Background: an optimization exercise with open tools, aiming at small area, a short achievable clock period and few clock cycles. Do not read the settings as production practice. In this exercise RTL edits were held to simulation tests only and were not proved equivalent to the original.

indigo:
## five_channel_median_ema_conditioner
module five_channel_median_ema_conditioner #(
	parameter int WINDOW      = 5,
	parameter int CAL_SAMPLES = 60,
	parameter int FRAC_BITS   = 8
) (
	input  logic                              clk,
	input  logic                              arst_n,
	input  logic                              req_valid,
	output logic                              req_ready,
	input  logic                              req_type,
	input  logic signed [medema_pkg::SAMPLE_W-1:0] req_thumb,
	input  logic signed [medema_pkg::SAMPLE_W-1:0] req_index,
	input  logic signed [medema_pkg::SAMPLE_W-1:0] req_middle,
	input  logic signed [medema_pkg::SAMPLE_W-1:0] req_ring,
	input  logic signed [medema_pkg::SAMPLE_W-1:0] req_pinky,
	output logic                              rsp_valid,
	input  logic                              rsp_ready,
	output logic                              rsp_kind,
	output logic [medema_pkg::SAMPLE_W-1:0]   rsp_bend_thumb,
	output logic [medema_pkg::SAMPLE_W-1:0]   rsp_bend_index,
	output logic [medema_pkg::SAMPLE_W-1:0]   rsp_bend_middle,
	output logic [medema_pkg::SAMPLE_W-1:0]   rsp_bend_ring,
	output logic [medema_pkg::SAMPLE_W-1:0]   rsp_bend_pinky,
	output logic signed [medema_pkg::SAMPLE_W-1:0] rsp_rest_thumb,
	output logic signed [medema_pkg::SAMPLE_W-1:0] rsp_rest_index,
	output logic signed [medema_pkg::SAMPLE_W-1:0] rsp_rest_middle,
	output logic signed [medema_pkg::SAMPLE_W-1:0] rsp_rest_ring,
	output logic signed [medema_pkg::SAMPLE_W-1:0] rsp_rest_pinky,
	input  logic                              cfg_valid,
	output logic                              cfg_ready,
	input  logic [medema_pkg::ALPHA_W-1:0]    cfg_alpha
);
Size: ~110,000 sq um of cells after synthesis.
clock: 10.0 ns
lec_check: 0
cap_margin: 20
core_margin: 2
core_utilization: 50
place_density: 0.7
setup_slack_margin: 5
slew_margin: 20
run.sh (not shown) runs the stock make flow with config.mk's settings and CLKGATE_MAP_FILE= SYNTH_SCRIPT=/design/flow/synth_recipe.tcl, a recipe that flattens the netlist after the stock synthesis.
Testbench counts of indigo, summed over its fixed seeds: cycles 2,472.
Inputs modified between indigo and garnet:
- PLACE_DENSITY no longer set, was 0.7
- SETUP_SLACK_MARGIN now 4.0, was 5
--- outcome ---
Taking indigo as the reference, in garnet worst setup slack after placement saw an increase; non-clock buffer count saw a decrease.
indigo -> garnet: wire length after detailed routing decreased by a few percent
In garnet, the met3 layer wire length in the routed design came out about 25% below the value in indigo.
Looking at number of search-and-repair iterations in the first detailed-routing pass, garnet sits 1 below indigo.
sky130_fd_sc_hd__dfstp_4 as the slowest cell on the critical path was reported by indigo, and sky130_fd_sc_hd__clkdlybuf4s50_1 by garnet.
Taking indigo as the reference, in garnet initial antenna violation count moved down; total via count after detailed routing went down by 4,823.
Inputs modified between garnet and nickel:
- a change of SETUP_SLACK_MARGIN from 4.0 to 5
- a change of CORE_UTILIZATION from 50 to 40
## What came out
- Taking garnet as the reference, in nickel core region area picked up an extra about 25%, timing-limited maximum frequency picked up an extra 8.6%, post-route minimum period shrank by 0.46 ns, smallest setup slack after layout now sits higher, number of clock buffers in the layout fell by about 4.5%.
- nickel ends up with higher layout overhead on the synthesized area than garnet does.
- Going from garnet to nickel, first-pass GRT wire length increased by about 6% relative to the old numbers; routed wire length increased by about 8% relative to the old numbers; final core area utilization decreased by 8.0 points relative to the old numbers.
- Looking at critical path depth, nickel sits 11 higher than garnet does.
Here is what was changed in the inputs of ember compared with nickel.
- swapping 40 for 50 in CORE_UTILIZATION
### Flow results
- Detailed-route via count: nickel vs ember, no meaningful difference
- Looking only at wire length, and setting everything else aside, the higher value of ember and nickel goes to nickel.
- First-pass GRT wire length on ember is ahead of nickel.
- Going from nickel to ember, the die area was shrunk.

separate check: timing with driven ports:
No port has a modelled driver above. Below, the same layouts with a new extraction and two added sets of constraints.
Step 1 (the two cells are an assumption about what drives the block):
set clk [get_ports {clk}]
set_driving_cell -lib_cell sky130_fd_sc_hd__clkbuf_16 $clk
set_driving_cell -lib_cell sky130_fd_sc_hd__buf_2 [delete_from_list [all_inputs] $clk]
Step 2 adds t to the input delays and takes it off the output delays; t is the mean of the earliest and latest rising clock arrival at the registers after step 1. Input paths then give back, and output paths get back, about the clock's delay inside the block.
a / b / c = ideal / step 1 / step 2; a / b = the first two.
| run | shift t [ns] | slack for setup (ns) | worst slew at a driven data input, ns | cell pins on the clock port's net |
|---|---|---|---|---|
| indigo | 0.922 | 4.587 / 4.587 / 4.128 | 0.12 | 1 |
| garnet | 0.912 | 4.123 / 3.982 / 3.270 | 0.15 | 1 |
| nickel | 0.898 | 4.588 / 4.588 / 4.142 | 0.19 | 1 |
| ember | 0.915 | 4.619 / 4.619 / 4.089 | 0.23 | 1 |
After both steps every run listed still meets setup and hold. For garnet, which loses most, drivers alone change the setup slack by -0.141 ns; drivers and shift together by -0.853 ns.
